Context: an optimization exercise on an open-source flow, tuned for small area, a short achievable clock period and few clock cycles per item. The choices shown serve that exercise and are no tape-out recipe. Only simulation tests tie the RTL to the original design; equivalence was not proved. No activity file was given, so power comes from the tool's default toggle rates.

==> flow/design.v (outline; a module is shown in full before it is edited, if it fits) <==
// module playback_rate_trim_controller: 949 lines
module playback_rate_trim_controller #(
  parameter int AVERAGE_LENGTH = 128
) (
  input  logic        clk,
  input  logic        rst,
  input  logic        in_valid,
  output logic        in_stall,
  input  logic [24:0] in_data,
  output logic        out_valid,
  input  logic        out_stall,
  output logic [34:0] out_data,
  input  logic        cfg_valid,
  output logic        cfg_ready,
  input  logic [1:0]  cfg_index,
  input  logic [15:0] cfg_data
);
  // ...
==> flow/run.sh <==
#!/bin/bash
# synth_recipe.tcl (not shown) runs the flow's synth.tcl, then flattens the netlist and writes it again
# the make line also repeats each setting of config.mk as NAME=value (left out here)
make -C /OpenROAD-flow-scripts/flow DESIGN_CONFIG=/design/flow/config.mk WORK_HOME=/design/flow/orfs CLKGATE_MAP_FILE= SYNTH_SCRIPT=/design/flow/synth_recipe.tcl finish
==> flow/config.mk <==
export PLATFORM = sky130hd
export DESIGN_NAME = playback_rate_trim_controller
export DESIGN_NICKNAME = playback_rate_trim_controller
export VERILOG_FILES = /design/flow/design.v
export SDC_FILE = /design/flow/constraint.sdc
export NUM_CORES = 4
export LEC_CHECK = 0
export ABC_CLOCK_PERIOD_IN_PS = 3000
export CAP_MARGIN = 20
export CORE_MARGIN = 2
export CORE_UTILIZATION = 60
export CTS_CLUSTER_DIAMETER = 80
export CTS_CLUSTER_SIZE = 24
export PLACE_DENSITY = 0.75
export SETUP_SLACK_MARGIN = 4.6
export SLEW_MARGIN = 20
==> flow/constraint.sdc <==
create_clock -name core_clock -period 8.0 [get_ports {clk}]
set_input_delay 1.6000 -clock core_clock [delete_from_list [all_inputs] [get_ports {clk}]]
set_output_delay 1.6000 -clock core_clock [all_outputs]
set_load 0.01 [all_outputs]
==> results.sh, run 1 <==
export IMPL_setup_viol=0
export IMPL_grt_overflow=0
export IMPL_placed_area_um2=105000
export IMPL_rsz0062_at_grt="true"
export IMPL_initial_utilization_pct=60.5
export IMPL_critical_path_arrival_ps=4200
export IMPL_worstPathMaxFanout=2
export IMPL_yosysTopAreaCell="edfxtp_1"
export IMPL_crit_buf_inv=1
export IMPL_synth_fa_ha_area_share_pct=9.24
export IMPL_antenna_found_initial=5
export IMPL_dp_hpwl_um=120000
export IMPL_ys_types=95
export IMPL_synthFlopType="edfxtp_1"
export IMPL_slowest_stage="fa_1"
export IMPL_drive_gt1_share_pct=8.27
export IMPL_critPathKind="reg -> reg"
export IMPL_regMostFlops="hist"
export IMPL_ys_seq_area_share_pct=71.5
export IMPL_top_regs="hist x1764, o_res x31, k_res x29"
export IMPL_place_inst=8645
export IMPL_cp_depth=12
export IMPL_nets=7381
export IMPL_max_stage_delay_ps=520
export IMPL_clk_path_buf_depth=3
export IMPL_r2r_end="dsum_m[20]"
export IMPL_cts_num_sinks=2478
export IMPL_wl_per_cell_um=21.8
export IMPL_tightest_slew_ps=1130
export IMPL_num_nonclk_inverters=405
export IMPL_status="finished clean"
export IMPL_critical_path_endpoint="dsum_m[20]"
export IMPL_die_area_um2=172000
export IMPL_ctsHoldBuffers=0
export IMPL_sh_seq_area_pct=65.6
export IMPL_coreArea_um2=168000
export IMPL_gp_congestion=0.905
export IMPL_io_pins=86
Testbench counts, summed over its fixed seeds: cycles 2,200, items 2,048.
==> run 2, diff against run 1 <==
--- a/flow/design.v
+++ b/flow/design.v
@@ -873,39 +873,41 @@
   logic        full;      
   logic [13:0] nx_old;    
   logic [20:0] dsum_m;
   logic [20:0] dsum_nx;   
   logic        push;
   logic        push_q;
   logic        run_nx;
   assign push    = push_q;
-  assign nx_old  = full ? hist[HL-2] : 14'd0;
+  assign nx_old  = hist[HL-2];
   assign dsum_nx = dsum_m + {{7{x_d[13]}}, x_d};
   logic [20:0] cs_a, cs_b, cs_n, cs_s, cs_c;
   assign cs_a = dsum_m;
   assign cs_b = {{7{x_d[13]}}, x_d};
   assign cs_n = ~{{7{nx_old[13]}}, nx_old};
   assign cs_s = cs_a ^ cs_b ^ cs_n;
   assign cs_c = {(cs_a[19:0] & cs_b[19:0]) | (cs_a[19:0] & cs_n[19:0]) | (cs_b[19:0] & cs_n[19:0]), 1'b1};
   always_ff @(posedge clk) begin
     if (push) begin
       hist[0] <= x_d;
-      for (int i = 1; i < HL - 1; i++) hist[i] <= hist[i-1];
+      for (int i = 1; i < HL - 2; i++) hist[i] <= hist[i-1];
     end
   end
   always_ff @(posedge clk) begin
     if (rst) begin
-      fill   <= 7'd0;
-      full   <= 1'b0;
-      dsum_m <= 21'd0;
+      fill       <= 7'd0;
+      full       <= 1'b0;
+      dsum_m     <= 21'd0;
+      hist[HL-2] <= 14'd0;
     end else if (push) begin
       if (!full) fill <= fill + 7'd1;
       if (fill == 7'(HL - 2)) full <= 1'b1;
-      dsum_m <= cs_s + cs_c;
+      hist[HL-2] <= (full || fill == 7'(HL - 2)) ? hist[HL-3] : 14'd0;
+      dsum_m     <= cs_s + cs_c;
     end
   end
   logic [28:0] x_res, k_res;
   logic [34:0] o_res;
   logic        o_v, k_v;
   logic        take;
   logic        stall_q;
   assign x_res = {dsum_nx[20:7], x_d, x_cl};
==> run 2 against run 1 <==
Effect of this change: non-clock buffer count down 16; clock power down 2%; critical endpoint is now pl_s11[19]; core utilization down 0.42 points; fmax up 4.0%; highest routed layer is now met4.
==> results.sh, run 2 <==
export IMPL_grt_use_total_pct=21.9
export IMPL_stdcell_count=8905
export IMPL_synth_edf_count=2277
export IMPL_power_density_nw_per_um2=304
export IMPL_r2r_end="pl_s11[19]"
export IMPL_syn_nets=7159
export IMPL_gp_congestion=0.912
export IMPL_yosysTopAreaCell="edfxtp_1"
export IMPL_grt_overflow=0
export IMPL_setup_tns_ps=0
export IMPL_die_w_um=414
export IMPL_period_needed_ps=3370
export IMPL_syn_cell_area_um2=101000
export IMPL_antenna_cells=0
export IMPL_synthFlopType="edfxtp_1"
export IMPL_p_seq_share_pct=48.5
export IMPL_netlist_instances=6440
export IMPL_max_slew_margin_rel_pct=28.0
export IMPL_synthTopCellsByCount="2,277 x edfxtp_1, 541 x ha_1, 358 x inv_1"
export IMPL_hp_start="hist[77][11]"
export IMPL_htreeDepth=4
export IMPL_ir_drop_v=0.000218
export IMPL_cts_buffers=133
export IMPL_yosysMostFrequentCell="edfxtp_1"
export IMPL_combPwrFrac_pct=29.3
export IMPL_nets=7346
export IMPL_status="finished clean"
export IMPL_fmax_ghz=0.297
export IMPL_ys_types=99
export IMPL_endpoint_kind="flip-flop"
export IMPL_initial_utilization_pct=60.4
export IMPL_synth_top_area_share_pct=67.7
export IMPL_antenna_found_initial=3
export IMPL_coreArea_um2=167000
export IMPL_top_regs="hist x1764, o_res x31, k_res x29"
export IMPL_vias=51200
export IMPL_hold_violations=0
export IMPL_ys_seq_area_share_pct=71.7
export IMPL_drt_iter0_markers=4393
export IMPL_tightest_slew_ps=1080
export IMPL_area_growth_pct=8.51
export IMPL_pwr_share_clk_pct=22.2
export IMPL_switching_share_pct=31.1
export IMPL_io_pins=86
export IMPL_synth_area_leaders="edfxtp_1 68%, ha_1 6.7%, dfxtp_1 4.0%"
export IMPL_hold_depth=0
export IMPL_cts_num_sinks=2478
export IMPL_fin_crit_sh_pct=42.1
export IMPL_worstPathMaxFanout=3
export IMPL_grt_pass1_vias=51000
export IMPL_cp_required_ps=8570
export IMPL_grt_pass1_wl_um=292000
export IMPL_yosysWarnings=2
export IMPL_worst_hold_slack_ps=405
export IMPL_power_internal_uw=22900
export IMPL_drv_cap=0
export IMPL_fp_row_count=150
export IMPL_reg2reg_depth=12
export IMPL_cts_tree="done"
export IMPL_drt_total_wl_um=189000
export IMPL_p_sw_uw=10400
export IMPL_setup_viol=0
export IMPL_setup_ws_ps=4630
export IMPL_rsz0062_at_grt="true"
export IMPL_avgSynthCellArea_um2=15.7
export IMPL_p_leak_uw=0.0398
export IMPL_async_reset_ff_share_pct=0
export IMPL_regMostFlops="hist"
export IMPL_cts_clk_slew_worst_paths_ps=90
export IMPL_place_ws_ps=3980
export IMPL_dr_pass1_iters=6
export IMPL_finClkSkew_ps=33.9
export IMPL_drive_gt1_share_pct=6.80
export IMPL_die_area_um2=172000
export IMPL_rrSetupSlack_ps=4630
export IMPL_timing_max_transition_violations_final=0
export IMPL_critical_path_arrival_ps=3930
export IMPL_place_inst=8633
export IMPL_drc_errors=0
export IMPL_min_path_type="reg -> reg"
export IMPL_critPathKind="reg -> reg"
export IMPL_largest_register_ffs=1764
export IMPL_final_cell_mix="2,277 x edfxtp_1, 537 x ha_1, 351 x inv_1"
export IMPL_viasPerCell=5.75
export IMPL_cp_start_kind="flip-flop"
export IMPL_ant_nets=0
export IMPL_r2r_start="mr0_s10[4]"
export IMPL_die_y_um=414
export IMPL_root_buffer="clkbuf_16"
export IMPL_clk_path_buf_depth=3
export IMPL_dp_hpwl_um=118000
export IMPL_whs_endpoint="hist[78][11]"
export IMPL_ys_ff_latch=2478
export IMPL_layout_commonest_cell="edfxtp_1"
export IMPL_wl_per_cell_um=21.3
export IMPL_grt_max_degree=224
export IMPL_port_buffers=84
export IMPL_clk_latency_ps=810
[run 2: worst max path at each step]
stage,from,end,slack (ps),cells after the start
finish,mr0_s10[4],pl_s11[19],4630,12
global route,fpb[1],rem_s2[0],4470,15
CTS,fpb[0],rem_s2[0],4560,14
detailed placement,fpb[0],rem_s2[0],3980,15
global placement,fpb[0],rem_s2[0],4000,15
floorplan,push_q,fill[6],-5240,5
[run 2: area by class of cell]
class	count	area (µm²)
multi-input combinational	3448	27000
inverter	364	1390
clock inverter	39	617
clock buffer	170	3510
timing repair buffer	202	1940
sequential	2478	72400
fill	11400	57600
tap	2204	2760
[run 2: power groups by stage]
stage	Combinational, µW	Sequential (µW)	Clock, µW
floorplan	7040	16000	0
global placement	9000	16500	0
detailed placement	9260	16500	0
CTS	9410	16200	7640
global route	10900	16200	8020
finish	9760	16100	7380
[run 2: kinds of logic after synthesis]
group           synth area share [%]
compound gates                  7.64
xor+xnor                        2.33
fa+ha+maj                       9.28
buf+inv                         1.96
flops                           71.7
mux                             1.85
other cells                  0.00371
simple gates                    5.27
[run 2: worst max-delay path: stages (launching register included)]
cell and delay [ps]:
edfxtp_1 410, fa_1 620, inv_1 80, fa_1 460, nor2b_1 140, o21ai_0 150
a21boi_1 360, o31ai_2 130, a31oi_2 270, a41oi_1 210, nand2b_1 120, a21oi_1 80
xnor2_1 130
[run 2: per-stage QoR]
step / cell area [µm²] / total power (µW) / utilization, %
after CTS: 109000 / 33200 / 65.2
final: 110000 / 33300 / 65.5
after floorplan: 101000 / 23100 / -
after global routing: 110000 / 35100 / 65.5
after detailed placement: 105000 / 25700 / 62.5
after global placement: 105000 / 25500 / 62.5
[run 2: per-layer routing]
metal / wire length (µm) / global-route usage [%] / up-vias / share of wire (%)
met2: 89300 / 35.3 / 1121 / 47
met1: 86200 / 31.3 / 25600 / 46
met5: 0 / 0 / - / 0
met4: 5810 / 6.98 / 0 / 3.1
met3: 8100 / 3.01 / 304 / 4.3
li1: - / - / 24200 / -
[run 2: timing repair]
item / 4_1_cts / 5_1_grt
hold buffers: 0 / 0
buffers inserted: 28 / 33
resized for setup: 27 / 66
cloned: 0 / 1
setup endpoints to repair: 129 / 100
pin swaps: 1 / 8
Testbench counts of run 2, summed over its fixed seeds: cycles 2,200, items 2,048.
==> run 3, diff against run 2 <==
--- a/flow/config.mk
+++ b/flow/config.mk
@@ -15,2 +15,3 @@
 export SETUP_SLACK_MARGIN = 4.6
 export SLEW_MARGIN = 20
+export TNS_END_PERCENT = 30
==> run 3 against run 2 <==
Effect of this change: total power fell by 0.27%; core utilization is 0.16 points lower; clock power about the same; global-route usage about the same; worst setup slack worse by 78 ps; register-to-register slack lost 80 ps; sequential power about the same; hold slack improved by 0.58 ps; fmax is 2.3% lower; combinational power down 0.9%; synthesized cell count did not move.
==> results.sh, run 3 <==
export IMPL_async_reset_ff_share_pct=0
export IMPL_worst_hold_slack_ps=406
export IMPL_ys_seq_area_share_pct=71.7
export IMPL_tightest_slew_ps=1060
export IMPL_drc_errors=0
export IMPL_root_buffer="clkbuf_16"
export IMPL_antenna_cells=0
export IMPL_endpoint_kind="flip-flop"
export IMPL_worstPathMaxFanout=3
export IMPL_ant_nets=0
export IMPL_nets=7331
export IMPL_drive_gt1_share_pct=6.22
export IMPL_top_regs="hist x1764, o_res x31, k_res x29"
export IMPL_grt_use_total_pct=21.9
export IMPL_layout_commonest_cell="edfxtp_1"
export IMPL_cts_num_sinks=2478
export IMPL_stdcell_count=8890
export IMPL_hold_depth=0
export IMPL_dp_hpwl_um=118000
export IMPL_cp_required_ps=8700
export IMPL_synth_top_area_share_pct=67.7
export IMPL_die_w_um=414
export IMPL_viasPerCell=5.74
export IMPL_hold_violations=0
export IMPL_drv_cap=0
export IMPL_ys_types=99
export IMPL_ys_ff_latch=2478
export IMPL_p_leak_uw=0.0398
export IMPL_coreArea_um2=167000
export IMPL_clk_path_buf_depth=3
export IMPL_fmax_ghz=0.290
export IMPL_antenna_found_initial=3
export IMPL_timing_max_transition_violations_final=0
export IMPL_grt_overflow=0
export IMPL_setup_tns_ps=0
export IMPL_path_cells="inv_1, fa_1, inv_1, ha_1, a21o_1, a21oi_1, o21ai_0, a31oi_1, o21ai_0, a21oi_1, o21ai_0, xor2_1, a22o_1"
export IMPL_regMostFlops="hist"
export IMPL_grt_max_degree=224
export IMPL_dr_pass1_iters=5
export IMPL_status="finished clean"
export IMPL_rrSetupSlack_ps=4560
export IMPL_vias=51000
export IMPL_reg2reg_depth=13
export IMPL_syn_cell_area_um2=101000
export IMPL_drt_total_wl_um=189000
export IMPL_htreeDepth=4
export IMPL_final_cell_mix="2,277 x edfxtp_1, 537 x ha_1, 353 x inv_1"
export IMPL_avgSynthCellArea_um2=15.7
export IMPL_fin_crit_sh_pct=43.0
export IMPL_syn_nets=7159
export IMPL_cp_depth=13
export IMPL_synthTopCellsByCount="2,277 x edfxtp_1, 541 x ha_1, 358 x inv_1"
export IMPL_critical_path_top_delay_family="compound AO/OA/AOI/OAI gates"
export IMPL_grt_pass1_vias=51000
export IMPL_yosysMostFrequentCell="edfxtp_1"
export IMPL_wl_per_cell_um=21.2
export IMPL_place_inst=8633
export IMPL_die_area_um2=172000
export IMPL_netlist_instances=6440
export IMPL_ir_drop_v=0.000218
export IMPL_clk_latency_ps=810
export IMPL_period_needed_ps=3440
export IMPL_port_buffers=84
export IMPL_fp_row_count=150
export IMPL_cts_tree="done"
export IMPL_cts_clk_slew_worst_paths_ps=90
export IMPL_synthFlopType="edfxtp_1"
export IMPL_max_stage_delay_ps=560
export IMPL_io_pins=86
export IMPL_cts_buffers=133
export IMPL_die_y_um=414
export IMPL_synth_area_leaders="edfxtp_1 68%, ha_1 6.7%, dfxtp_1 4.0%"
export IMPL_crit_buf_inv=2
export IMPL_slowest_stage="fa_1"
export IMPL_finClkSkew_ps=34.0
export IMPL_critical_path_arrival_ps=4140
export IMPL_grt_pass1_wl_um=292000
export IMPL_power_density_nw_per_um2=303
export IMPL_power_total_uw=33200
export IMPL_critPathKind="reg -> reg"
export IMPL_min_path_type="reg -> reg"
export IMPL_drt_iter0_markers=4363
export IMPL_synth_edf_count=2277
export IMPL_initial_utilization_pct=60.4
export IMPL_area_growth_pct=8.25
export IMPL_rsz0062_at_grt="true"
export IMPL_largest_register_ffs=1764
export IMPL_setup_viol=0
export IMPL_crit_top_cell="o21ai_0"
export IMPL_yosysWarnings=2
export IMPL_yosysTopAreaCell="edfxtp_1"
export IMPL_gp_congestion=0.912
export IMPL_cp_start_kind="flip-flop"
export IMPL_max_slew_margin_rel_pct=29.6
==> run 3: changes by cell type in the layout (fill, tap and decap cells not counted), sizes merged <==
cell and change:
clkinvlp -3, dlymetal6s2s -1, buf -14, dlygate4sd2 -4, clkdlybuf4s50 +5, inv +3
a41o -1
==> run 3: worst paths after layout <==
path                              startpoint      endpoint
worst max-delay path               dd_s18[1]    dsum_m[19]
worst min-delay path            hist[77][11]  hist[78][11]
worst max register to register     dd_s18[1]    dsum_m[19]
worst min register to register  hist[77][11]  hist[78][11]
==> run 3: cell type report <==
| cell class | instances | area, µm² |
|---|---|---|
| multi-input combinational | 3447 | 26800 |
| clock inverter | 39 | 617 |
| fill | 11400 | 57900 |
| inverter | 364 | 1380 |
| tap | 2204 | 2760 |
| timing repair buffer | 188 | 1830 |
| sequential | 2478 | 72400 |
| clock buffer | 170 | 3510 |
==> run 3: where the power goes <==
| group | total [µW] | switching [µW] | internal [µW] |
|---|---|---|---|
| logic | 9670 | 5410 | 4260 |
| clock network | 7370 | 4090 | 3280 |
| registers | 16100 | 808 | 15300 |
| total | 33200 | 10300 | 22900 |
==> run 3: through the flow <==
stage | instance area [µm²] | util [%] | setup WS, ps
after floorplan | 101000 | - | -5240
final | 109000 | 65.4 | 4560
after CTS | 109000 | 65.2 | 4430
after detailed placement | 105000 | 62.5 | 3980
after global routing | 109000 | 65.4 | 4380
after global placement | 105000 | 62.5 | 4000
==> run 3: logic make-up (layout without fill, tap and decap cells) <==
group	count (synthesis)	in the layout	synth area share, %
XOR/XNOR	269	269	2.33
AND/OR/NAND/NOR	1110	1110	5.27
multiplexers	181	181	1.85
buffers and inverters	515	761	1.96
other	1	1	0.00371
flip-flops	2478	2478	71.7
adder cells (fa/ha/maj)	671	671	9.28
AO/OA/AOI/OAI	1215	1215	7.64
==> run 3: worst register-to-register path, delay by kind of cell, from the launching register on <==
family,cells,cell delay (ps)
flip-flops,1,440
XOR/XNOR,1,160
AO/OA/AOI/OAI,8,1740
buffers and inverters,2,190
adder cells (fa/ha/maj),2,830
==> run 3: timing repair <==
| action | 4_1_cts | 5_1_grt |
|---|---|---|
| resized for setup | 18 | 39 |
| setup endpoints to repair | 129 | 152 |
| hold buffers | 0 | 0 |
| buffers inserted | 23 | 24 |
| pin swaps | 1 | 5 |
==> run 3: per-layer routing <==
layer | share of wire (%) | up-vias | routed length (µm) | track usage (%)
li1 | - | 24200 | - | -
met1 | 45 | 25400 | 85800 | 31.3
met2 | 47 | 1084 | 89000 | 35.2
met3 | 4.3 | 302 | 8150 | 3.05
met4 | 3.0 | 0 | 5740 | 6.96
met5 | 0 | - | 0 | 0
==> run 4, diff against run 3 <==
--- a/flow/config.mk
+++ b/flow/config.mk
@@ -9,9 +9,8 @@
 export CAP_MARGIN = 20
 export CORE_MARGIN = 2
-export CORE_UTILIZATION = 60
-export CTS_CLUSTER_DIAMETER = 80
-export CTS_CLUSTER_SIZE = 24
-export PLACE_DENSITY = 0.75
+export CORE_UTILIZATION = 65
+export CTS_CLUSTER_DIAMETER = 90
+export CTS_CLUSTER_SIZE = 28
+export PLACE_DENSITY = 0.8
 export SETUP_SLACK_MARGIN = 4.6
 export SLEW_MARGIN = 20
-export TNS_END_PERCENT = 30
==> run 4 against run 3 <==
Effect of this change: still clean; critical endpoint is now out_data[33]; first-iteration DRC count increased by 4.0%; flip-flop and latch count unchanged; hold slack worse by 1.1 ps; non-clock buffer count increased by 11; total power is 1.3% lower; critical path depth fell by 12.
==> results.sh, run 4 <==
export IMPL_layout_commonest_cell="edfxtp_1"
export IMPL_utilization_pct=70.6
export IMPL_fp_row_count=144
export IMPL_status="finished clean"
export IMPL_reg2reg_depth=12
export IMPL_clk_latency_ps=790
export IMPL_r2r_start="mr0_s10[4]"
export IMPL_largest_register_ffs=1764
export IMPL_coreArea_um2=154000
export IMPL_drive_gt1_share_pct=6.65
export IMPL_drt_total_wl_um=195000
export IMPL_max_slew_margin_rel_pct=28.3
export IMPL_ys_types=99
export IMPL_cts_num_sinks=2478
export IMPL_rrSetupSlack_ps=4700
export IMPL_p_leak_uw=0.0394
export IMPL_r2r_end="pl_s11[19]"
export IMPL_die_area_um2=159000
export IMPL_wl_per_cell_um=22.4
export IMPL_clk_path_buf_depth=3
export IMPL_dp_hpwl_um=124000
export IMPL_async_reset_ff_share_pct=0
export IMPL_endpoint_kind="primary output"
export IMPL_finClkSkew_ps=35.1
export IMPL_yosysWarnings=2
export IMPL_cp_start_kind="flip-flop"
export IMPL_ys_ff_latch=2478
export IMPL_grt_pass1_vias=50500
export IMPL_place_inst=8469
export IMPL_cts_buffers=106
export IMPL_dr_pass1_iters=6
export IMPL_ir_drop_v=0.000234
export IMPL_critPathKind="reg -> out"
export IMPL_antenna_cells=0
export IMPL_grt_use_total_pct=24.5
export IMPL_switching_share_pct=31.8
export IMPL_max_stage_delay_ps=570
export IMPL_ctsHoldBuffers=0
export IMPL_drc_errors=0
export IMPL_ant_nets=0
export IMPL_final_cell_mix="2,277 x edfxtp_1, 535 x ha_1, 348 x inv_1"
export IMPL_rsz0062_at_grt="false"
export IMPL_pwr_share_clk_pct=20.0
export IMPL_avgSynthCellArea_um2=15.7
export IMPL_nets=7317
export IMPL_crit_buf_inv=1
export IMPL_p_sw_uw=10400
export IMPL_setup_tns_ps=0
export IMPL_critical_path_arrival_ps=1740
export IMPL_syn_cell_area_um2=101000
export IMPL_cts_clk_slew_worst_paths_ps=100
export IMPL_place_ws_ps=3980
export IMPL_min_path_type="reg -> reg"
export IMPL_grt_max_degree=198
export IMPL_path_cells="clkdlybuf4s50_1"
export IMPL_viasPerCell=5.94
export IMPL_cp_required_ps=6400
export IMPL_die_w_um=398
export IMPL_power_density_nw_per_um2=301
export IMPL_yosysMostFrequentCell="edfxtp_1"
export IMPL_synth_edf_count=2277
export IMPL_fmax_ghz=0.300
export IMPL_period_needed_ps=3340
export IMPL_setup_viol=0
export IMPL_combPwrFrac_pct=30.7
export IMPL_synth_area_leaders="edfxtp_1 68%, ha_1 6.7%, dfxtp_1 4.0%"
export IMPL_ys_seq_area_share_pct=71.7
export IMPL_io_pins=86
export IMPL_grt_pass1_wl_um=296000
export IMPL_netlist_instances=6440
export IMPL_port_buffers=84
export IMPL_gp_congestion=0.913
export IMPL_synth_top_area_share_pct=67.7
export IMPL_htreeDepth=3
export IMPL_drt_iter0_markers=4539
export IMPL_synthFlopType="edfxtp_1"
export IMPL_power_internal_uw=22300
export IMPL_timing_max_transition_violations_final=0
export IMPL_whs_endpoint="dr_s2[1]"
export IMPL_setup_ws_ps=4660
export IMPL_vias=51700
export IMPL_slowest_stage="clkdlybuf4s50_1"
export IMPL_hold_depth=0
export IMPL_hold_violations=0
export IMPL_tightest_slew_ps=1080
export IMPL_syn_nets=7159
export IMPL_cts_tree="done"
export IMPL_area_growth_pct=7.72
export IMPL_fin_crit_sh_pct=41.7
export IMPL_antenna_found_initial=6
export IMPL_top_regs="hist x1764, o_res x31, k_res x29"
export IMPL_regMostFlops="hist"
export IMPL_drv_cap=0
export IMPL_initial_utilization_pct=65.5
export IMPL_synthTopCellsByCount="2,277 x edfxtp_1, 541 x ha_1, 358 x inv_1"
export IMPL_grt_overflow=0
export IMPL_hp_start="dr_s1[1]"
export IMPL_critical_path_top_delay_family="buffers and inverters"
export IMPL_p_seq_share_pct=49.3
export IMPL_worstPathMaxFanout=3
export IMPL_yosysTopAreaCell="edfxtp_1"
export IMPL_stdcell_count=8717
export IMPL_die_y_um=398
export IMPL_worst_hold_slack_ps=404
export IMPL_root_buffer="clkbuf_16"
-- run 4: cell types whose count changed in the layout (fill, tap and decap cells not counted), sizes merged --
cell / change
inv: -15
clkbuf: -13
buf: +12
clkinvlp: +6
clkinv: -4
a21o: +1
a41o: +1
bufinv: -1
-- run 4: cell families (layout without fill, tap and decap cells) --
group           count (synthesis)  count (layout)  share of synthesized area [%]
flops                        2478            2478                           71.7
compound gates               1215            1217                           7.64
simple gates                 1110            1110                           5.27
fa+ha+maj                     671             671                           9.28
buf+inv                       515             746                           1.96
xor+xnor                      269             269                           2.33
mux                           181             181                           1.85
other cells                     1               1                        0.00371
-- run 4: how the worst max path moves through the flow --
| stage | startpoint | end | slack (ps) | depth (start not counted) |
|---|---|---|---|---|
| 2_1_floorplan | push_q | fill[6] | -5240 | 5 |
| 4_1_cts | fpb[1] | q1_s8[0] | 4600 | 12 |
| 6_report | o_res[33] | out_data[33] | 4660 | 1 |
| 3_5_place_dp | tgt[1] | dd_s18[13] | 3980 | 11 |
| 5_1_grt | fpb[2] | fpb3[15] | 4510 | 13 |
| 3_3_place_gp | tgt[1] | dd_s18[13] | 3980 | 11 |
-- run 4: repair_timing --
action,CTS,global route
cloned,0,2
pin swaps,8,24
setup endpoints to repair,141,107
buffers inserted,29,33
resized for setup,56,89
-- run 4: metrics by stage --
step                instance area (µm²)  power, µW
floorplan                        101000      23100
global placement                 104000      25300
detailed placement               104000      25700
CTS                              108000      32600
global route                     109000      34500
finish                           109000      32800
-- run 4: cell type report --
| cell class | count | area, µm² |
|---|---|---|
| Timing Repair Buffer | 199 | 1910 |
| Inverter | 364 | 1410 |
| Fill cell | 9776 | 45400 |
| Clock buffer | 158 | 2890 |
| Tap cell | 2044 | 2560 |
| Multi-Input combinational cell | 3449 | 27200 |
| Sequential cell | 2478 | 72400 |
| Clock inverter | 25 | 435 |
-- run 4: power by group through the flow --
stage,clock network [µW],registers [µW],logic (µW)
floorplan,0,16000,7040
global placement,0,16400,8880
detailed placement,0,16500,9200
CTS,6750,16100,9710
global route,7120,16200,11100
finish,6550,16100,10100
-- run 4: routing by layer --
layer  part of all wire, %  global-route usage, %  vias up
li1                      -                      -    24200
met1                    43                   34.7    25700
met2                    49                   40.5     1464
met3                   4.8                   2.65      366
met4                   3.1                   7.63        2
met5                0.0061                      0        -
==> run 5, diff against run 4 <==
--- a/flow/config.mk
+++ b/flow/config.mk
@@ -13,4 +13,4 @@
 export CTS_CLUSTER_SIZE = 28
 export PLACE_DENSITY = 0.8
-export SETUP_SLACK_MARGIN = 4.6
+export SETUP_SLACK_MARGIN = 4.7
 export SLEW_MARGIN = 20
==> run 5 against run 4 <==
Effect of this change: still clean; first-iteration DRC count is 5.6% higher; clock-buffer cell count stayed put; clock skew is 2.4 ps lower; clock power hardly changed; routed wire length is 1.1% higher; design area is 0.73% higher; critical path type is now reg -> reg; largest power group unchanged; highest routed layer unchanged.
==> results.sh, run 5 <==
export IMPL_synth_area_leaders="edfxtp_1 68%, ha_1 6.7%, dfxtp_1 4.0%"
export IMPL_muxShareOfSynthArea_pct=1.85
export IMPL_fmax_ghz=0.294
export IMPL_critPathKind="reg -> reg"
export IMPL_gp_congestion=0.913
export IMPL_place_inst=8469
export IMPL_endpoint_kind="flip-flop"
export IMPL_drv_cap=0
export IMPL_cts_clk_slew_worst_paths_ps=110
export IMPL_root_buffer="clkbuf_16"
export IMPL_ys_types=99
export IMPL_synth_top_area_share_pct=67.7
export IMPL_syn_cell_area_um2=101000
export IMPL_p_sw_uw=10600
export IMPL_die_w_um=398
export IMPL_die_y_um=398
export IMPL_area_growth_pct=8.51
export IMPL_switching_share_pct=31.9
export IMPL_grt_max_degree=198
export IMPL_synthFlopType="edfxtp_1"
export IMPL_drt_iter0_markers=4792
export IMPL_p_leak_uw=0.0398
export IMPL_p_seq_share_pct=48.8
export IMPL_dp_hpwl_um=124000
export IMPL_grt_overflow=0
export IMPL_cp_required_ps=8510
export IMPL_ctsHoldBuffers=0
export IMPL_netlist_instances=6440
export IMPL_synth_fa_ha_area_share_pct=9.28
export IMPL_clk_latency_ps=780
export IMPL_synth_edf_count=2277
export IMPL_cts_num_sinks=2478
export IMPL_cts_tree="done"
export IMPL_setup_tns_ps=0
export IMPL_pwr_share_clk_pct=19.8
export IMPL_max_slew_margin_rel_pct=28.4
export IMPL_ys_seq_area_share_pct=71.7
export IMPL_cp_start_kind="flip-flop"
export IMPL_tightest_slew_ps=1070
export IMPL_ant_nets=0
export IMPL_yosysWarnings=2
export IMPL_synth_simple_gate_area_share_pct=5.27
export IMPL_synth_top_family_by_area="adder cells"
export IMPL_rsz0062_at_grt="true"
export IMPL_grt_use_total_pct=24.6
export IMPL_fillers=9704
export IMPL_vias=52100
export IMPL_port_buffers=84
export IMPL_viasPerCell=5.95
export IMPL_path_cells="buf_12, ha_4, fa_2, nor2b_4, nand2b_4, nor2_4, a21oi_4, mux2i_2, buf_4, buf_6, ha_4, a21oi_2, nor2b_4, o21ai_4, o211ai_1, o211ai_1, o21ai_0"
export IMPL_power_internal_uw=22500
export IMPL_synth_compound_area_share_pct=7.64
export IMPL_hold_violations=0
export IMPL_cts_buffers=106
export IMPL_stdcell_count=8762
export IMPL_period_needed_ps=3400
export IMPL_min_path_type="reg -> reg"
export IMPL_synth_xor_area_share_pct=2.33
export IMPL_avgSynthCellArea_um2=15.7
export IMPL_die_area_um2=159000
export IMPL_syn_nets=7159
export IMPL_fin_crit_sh_pct=42.5
export IMPL_yosysTopAreaCell="edfxtp_1"
export IMPL_multi_input_area_um2=27500
export IMPL_io_pins=86
export IMPL_max_stage_delay_ps=400
export IMPL_wl_per_cell_um=22.5
export IMPL_power_density_nw_per_um2=302
export IMPL_slowest_stage="fa_2"
export IMPL_combPwrFrac_pct=31.4
export IMPL_final_cell_mix="2,277 x edfxtp_1, 524 x ha_1, 344 x inv_1"
export IMPL_yosysMostFrequentCell="edfxtp_1"
export IMPL_initial_utilization_pct=65.5
export IMPL_regMostFlops="hist"
export IMPL_worstPathMaxFanout=7
export IMPL_async_reset_ff_share_pct=0
export IMPL_antenna_found_initial=5
export IMPL_coreArea_um2=154000
export IMPL_timing_max_transition_violations_final=0
export IMPL_critical_path_arrival_ps=3900
export IMPL_dr_pass1_iters=6
export IMPL_clk_path_buf_depth=3
export IMPL_finClkSkew_ps=32.6
export IMPL_grt_pass1_wl_um=298000
export IMPL_drive_gt1_share_pct=8.04
export IMPL_synthTopCellsByCount="2,277 x edfxtp_1, 541 x ha_1, 358 x inv_1"
export IMPL_fp_row_count=144
export IMPL_grt_pass1_vias=50800
export IMPL_ff_latch_area_um2=72400
export IMPL_ys_ff_latch=2478
export IMPL_largest_register_ffs=1764
export IMPL_status="finished clean"
export IMPL_top_regs="hist x1764, o_res x31, k_res x29"
export IMPL_ir_drop_v=0.000234
export IMPL_layout_commonest_cell="edfxtp_1"
export IMPL_drc_errors=0
export IMPL_nets=7361
export IMPL_drt_total_wl_um=198000
export IMPL_htreeDepth=3
export IMPL_setup_viol=0
-- run 5: worst max-delay path: cells and delay by family (launching register included) --
kind	cells	cell delay [ps]
AOI/OAI and AO/OA	6	920
adders and majority gates	3	760
buffers and inverters	3	440
DFF	1	380
muxes	1	170
and+or+nand+nor	4	460
-- run 5: path summary, 6_finish.rpt --
path / start / end / slack [ps] / depth (start not counted)
hold / removal: dr_s1[1] / dr_s2[1] / 400 / 0
hold reg to reg: dr_s1[1] / dr_s2[1] / 400 / 0
setup / recovery: fpb[0] / rem_s2[3] / 4600 / 17
setup reg to reg: fpb[0] / rem_s2[3] / 4600 / 17
-- run 5: power by group through the flow --
stage,sequential (µW),combinational (µW),clock (µW)
floorplan,16000,7040,0
detailed placement,16500,9200,0
CTS,16100,9840,6750
global route,16200,11500,7120
global placement,16400,8880,0
finish,16100,10400,6550
-- run 5: cell families after synthesis --
kind of cell	after synthesis
other	1
buffers and inverters	515
flip-flops	2478
AND/OR/NAND/NOR	1110
AO/OA/AOI/OAI	1215
XOR/XNOR	269
adder cells (fa/ha/maj)	671
multiplexers	181
-- run 5: area by class of cell --
cell class	instances	share of cell area (%)
Multi-Input combinational cell	3449	25.1
Inverter	364	1.29
Clock inverter	25	0.397
Timing Repair inverter	1	0.00685
Tap cell	2044	2.33
Clock buffer	158	2.64
Sequential cell	2478	66.1
Antenna cell	1	0.00228
Timing Repair Buffer	242	2.14
-- run 5: timing repair --
item | in CTS | in global routing
endpoints found under the setup margin | 185 | 129
resized for setup | 107 | 153
cloned | 0 | 8
buffers inserted | 48 | 52
pin swaps | 19 | 39
-- run 5: metal layers --
metal	wire length (µm)	track usage (%)	part of all wire [%]
met5	12	0	0.0061
met4	6120	7.60	3.1
met3	9700	2.76	4.9
met2	96500	40.7	49
met1	85200	34.8	43
-- run 5: stage by stage --
stage	util (%)	hold WS, ps	setup WS [ps]	area, µm²	power, µW
floorplan	-	353	-5240	101000	23100
global placement	67.7	401	3980	104000	25300
detailed placement	67.7	405	3980	104000	25700
CTS	70.3	404	4600	108000	32700
global route	71.1	415	4520	110000	34800
finish	71.1	403	4600	110000	33100
==> run 6, diff against run 5 <==
--- a/flow/config.mk
+++ b/flow/config.mk
@@ -9,8 +9,8 @@
 export CAP_MARGIN = 20
 export CORE_MARGIN = 2
-export CORE_UTILIZATION = 65
+export CORE_UTILIZATION = 70
 export CTS_CLUSTER_DIAMETER = 90
 export CTS_CLUSTER_SIZE = 28
-export PLACE_DENSITY = 0.8
-export SETUP_SLACK_MARGIN = 4.7
+export PLACE_DENSITY = 0.85
+export SETUP_SLACK_MARGIN = 4.6
 export SLEW_MARGIN = 20
==> run 6 against run 5 <==
Effect of this change: still clean; non-clock buffer count is 18 lower; clock power is 3.1% lower; sequential share of layout area is 0.69 points higher; combinational power hardly changed; hold slack worse by 4.9 ps; total power is 0.32% lower; design area is 1.0% lower; clock skew is 5.2 ps higher; worst setup slack worse by 51 ps; synthesized cell count stayed put; clock-buffer cell count stayed put; critical endpoint is now big_s11; highest routed layer unchanged.
==> results.sh, run 6 <==
export IMPL_status="finished clean"
export IMPL_worstPathMaxFanout=2
export IMPL_syn_cell_area_um2=101000
export IMPL_htreeDepth=3
export IMPL_switching_share_pct=32.3
export IMPL_power_internal_uw=22300
export IMPL_p_sw_uw=10700
export IMPL_grt_overflow=0
export IMPL_synthFlopType="edfxtp_1"
export IMPL_ys_types=99
export IMPL_min_path_type="reg -> reg"
export IMPL_cts_clk_slew_worst_paths_ps=120
export IMPL_dp_hpwl_um=130000
export IMPL_fmax_ghz=0.290
export IMPL_final_cell_area_um2=108000
export IMPL_top_regs="hist x1764, o_res x31, k_res x29"
export IMPL_synth_edf_count=2277
export IMPL_async_reset_ff_share_pct=0
export IMPL_grt_pass1_vias=53300
export IMPL_nets=7336
export IMPL_grt_pass1_wl_um=313000
export IMPL_final_cell_mix="2,277 x edfxtp_1, 536 x ha_1, 351 x inv_1"
export IMPL_viasPerCell=6.26
export IMPL_die_area_um2=147000
export IMPL_fp_row_count=139
export IMPL_pwr_share_clk_pct=19.2
export IMPL_ant_nets=0
export IMPL_regMostFlops="hist"
export IMPL_gp_congestion=0.929
export IMPL_root_buffer="clkbuf_16"
export IMPL_synth_area_leaders="edfxtp_1 68%, ha_1 6.7%, dfxtp_1 4.0%"
export IMPL_avgSynthCellArea_um2=15.7
export IMPL_synth_top_area_share_pct=67.7
export IMPL_place_inst=8333
export IMPL_synthTopCellsByCount="2,277 x edfxtp_1, 541 x ha_1, 358 x inv_1"
export IMPL_largest_register_ffs=1764
export IMPL_clk_latency_ps=780
export IMPL_finClkSkew_ps=37.8
export IMPL_max_slew_margin_rel_pct=18.5
export IMPL_fillers=8190
export IMPL_die_w_um=384
export IMPL_power_density_nw_per_um2=304
export IMPL_netlist_instances=6440
export IMPL_vias=53800
export IMPL_setup_tns_ps=0
export IMPL_fin_crit_sh_pct=43.1
export IMPL_antenna_found_initial=4
export IMPL_grt_use_met2_pct=46.6
export IMPL_grt_use_total_pct=28.1
export IMPL_drt_iter0_markers=5869
export IMPL_io_pins=86
export IMPL_ys_seq_area_share_pct=71.7
export IMPL_critPathKind="reg -> reg"
export IMPL_area_growth_pct=7.39
export IMPL_hold_violations=0
export IMPL_setup_viol=0
export IMPL_yosysMostFrequentCell="edfxtp_1"
export IMPL_wl_per_cell_um=24.4
export IMPL_timing_max_transition_violations_final=0
export IMPL_cp_required_ps=8460
export IMPL_placed_area_um2=104000
export IMPL_stdcell_count=8597
export IMPL_initial_utilization_pct=70.4
export IMPL_coreArea_um2=143000
export IMPL_combPwrFrac_pct=31.7
export IMPL_drive_gt1_share_pct=6.72
export IMPL_yosysTopAreaCell="edfxtp_1"
export IMPL_met1_usage_pct=38.2
export IMPL_met3_usage_pct=3.67
export IMPL_critical_path_arrival_ps=3910
export IMPL_period_needed_ps=3450
export IMPL_busiest_layer="met2"
export IMPL_cts_buffers=101
export IMPL_cp_start_kind="flip-flop"
export IMPL_syn_nets=7159
export IMPL_layout_commonest_cell="edfxtp_1"
export IMPL_drt_total_wl_um=210000
export IMPL_ir_drop_v=0.000271
export IMPL_drc_errors=0
export IMPL_grt_max_degree=223
export IMPL_utilization_pct=75.6
export IMPL_drv_cap=0
export IMPL_dr_pass1_iters=8
export IMPL_p_seq_share_pct=49.0
export IMPL_rsz0062_at_grt="true"
export IMPL_die_y_um=384
export IMPL_yosysWarnings=2
export IMPL_tightest_slew_ps=1220
export IMPL_cts_tree="done"
export IMPL_cts_num_sinks=2478
export IMPL_port_buffers=84
export IMPL_ys_ff_latch=2478
export IMPL_p_leak_uw=0.0395
export IMPL_clk_path_buf_depth=3
export IMPL_endpoint_kind="flip-flop"
run 6: cell count changes in the layout (fill, tap and decap cells not counted), moves of 7 or more:
| cell | change |
|---|---|
| clkbuf_1 | +7 |
| a21oi_1 | +9 |
| a21oi_4 | -10 |
| clkbuf_16 | -9 |
| ha_4 | -10 |
| o21ai_0 | +7 |
| dlygate4sd2_1 | -22 |
| buf_12 | -8 |
| inv_1 | +7 |
| ha_1 | +12 |
| clkdlybuf4s50_1 | +21 |
run 6: stage by stage:
stage                     power, µW  hold slack [ps]  setup WS (ps)
final                         33000              398           4550
after global routing          34500              413           4470
after CTS                     32500              401           4540
after detailed placement      25800              405           4220
after global placement        25200              400           4390
after floorplan               23100              353          -5240
run 6: cell type report:
cell class / instances / area [µm²] / share of cell area, %
multi-input combinational: 3448 / 27100 / 25.0
antenna: 2 / 5.00 / 0.00461
tap: 1903 / 2380 / 2.19
timing repair buffer: 224 / 2120 / 1.95
inverter: 364 / 1400 / 1.29
sequential: 2478 / 72400 / 66.8
clock buffer: 158 / 2740 / 2.53
clock inverter: 20 / 310 / 0.286
run 6: worst paths after layout:
| path | slack [ps] | cells past startpoint | start | endpoint |
|---|---|---|---|---|
| setup / recovery | 4550 | 12 | mr2_s10[4] | big_s11 |
| hold / removal | 400 | 0 | hist[27][11] | hist[28][11] |
| setup reg to reg | 4550 | 12 | mr2_s10[4] | big_s11 |
| hold reg to reg | 400 | 0 | hist[27][11] | hist[28][11] |
run 6: power by group through the flow:
stage	logic [µW]	registers [µW]	clock network [µW]
after floorplan	7040	16000	0
after global placement	8790	16400	0
after detailed placement	9350	16500	0
after CTS	9840	16200	6460
after global routing	11400	16200	6850
final	10500	16200	6350
run 6: repair_timing:
action	CTS	global route
pin swaps	7	22
hold endpoints to repair	0	0
endpoints found under the setup margin	103	103
gates resized for setup	44	92
setup buffers	26	55
hold buffers	0	0
cloned	0	1
run 6: cells by family after synthesis:
kind of cell / Yosys count / share of synthesized area (%)
and+or+nand+nor: 1110 / 5.27
other: 1 / 0.00371
adders and majority gates: 671 / 9.28
AOI/OAI and AO/OA: 1215 / 7.64
buffers and inverters: 515 / 1.96
xor gates and xnor gates: 269 / 2.33
DFF: 2478 / 71.7
muxes: 181 / 1.85
run 6: layer usage:
| metal | wire (µm) | vias to the layer above |
|---|---|---|
| met5 | 10 | - |
| met4 | 9710 | 2 |
| met3 | 14000 | 604 |
| met2 | 103000 | 2404 |
| met1 | 83500 | 26600 |
| li1 | - | 24200 |
run 6: critical path: stages (launching register included):
cell and delay, ps:
edfxtp_1 430, fa_1 520, buf_4 160, ha_1 300, a21o_1 190, a21oi_2 100, o21ai_1 350, a31oi_4 150
o21ai_2 300, o41ai_4 110, nor2_1 190, and4b_1 270, o21ai_1 90

-- afterwards: timing with drivers on the ports --
How much do the figures lean on ideal ports? The routed layouts below were timed once more, with nothing changed but the port constraints. Step 1 sets driving cells, clkbuf_16 on the clock port and buf_2 on the other inputs (assumed; they add their load-dependent delay and slew). Step 2 also shifts input and output timing later by t, the mid clock arrival at the registers, as if the neighbouring blocks saw the same clock. Slacks: ideal / step 1 / step 2; pairs: ideal / step 1.
run | t (ns) | setup slack, ns | hold WS [ns] | clock arrival spread, ns | worst slew at a driven data input, ns
run 1 | 0.892 | 4.499 / 4.499 / 4.377 | 0.395 / 0.395 / 0.395 | 0.048 / 0.048 | 0.05
run 2 | 0.879 | 4.635 / 4.592 / 4.560 | 0.405 / 0.405 / 0.405 | 0.046 / 0.046 | 0.05
run 3 | 0.879 | 4.557 / 4.522 / 4.557 | 0.406 / 0.406 / 0.406 | 0.044 / 0.044 | 0.04
run 4 | 0.861 | 4.663 / 4.572 / 4.503 | 0.404 / 0.404 / 0.404 | 0.044 / 0.044 | 0.05
run 5 | 0.859 | 4.601 / 4.601 / 4.496 | 0.403 / 0.403 / 0.403 | 0.045 / 0.045 | 0.05
run 6 | 0.839 | 4.550 / 4.550 / 4.543 | 0.398 / 0.398 / 0.398 | 0.042 / 0.041 | 0.04
After both steps every run listed still meets setup and hold. The setup slack of run 4, which loses most, moves by -0.091 ns with the drivers and by -0.160 ns with both steps.
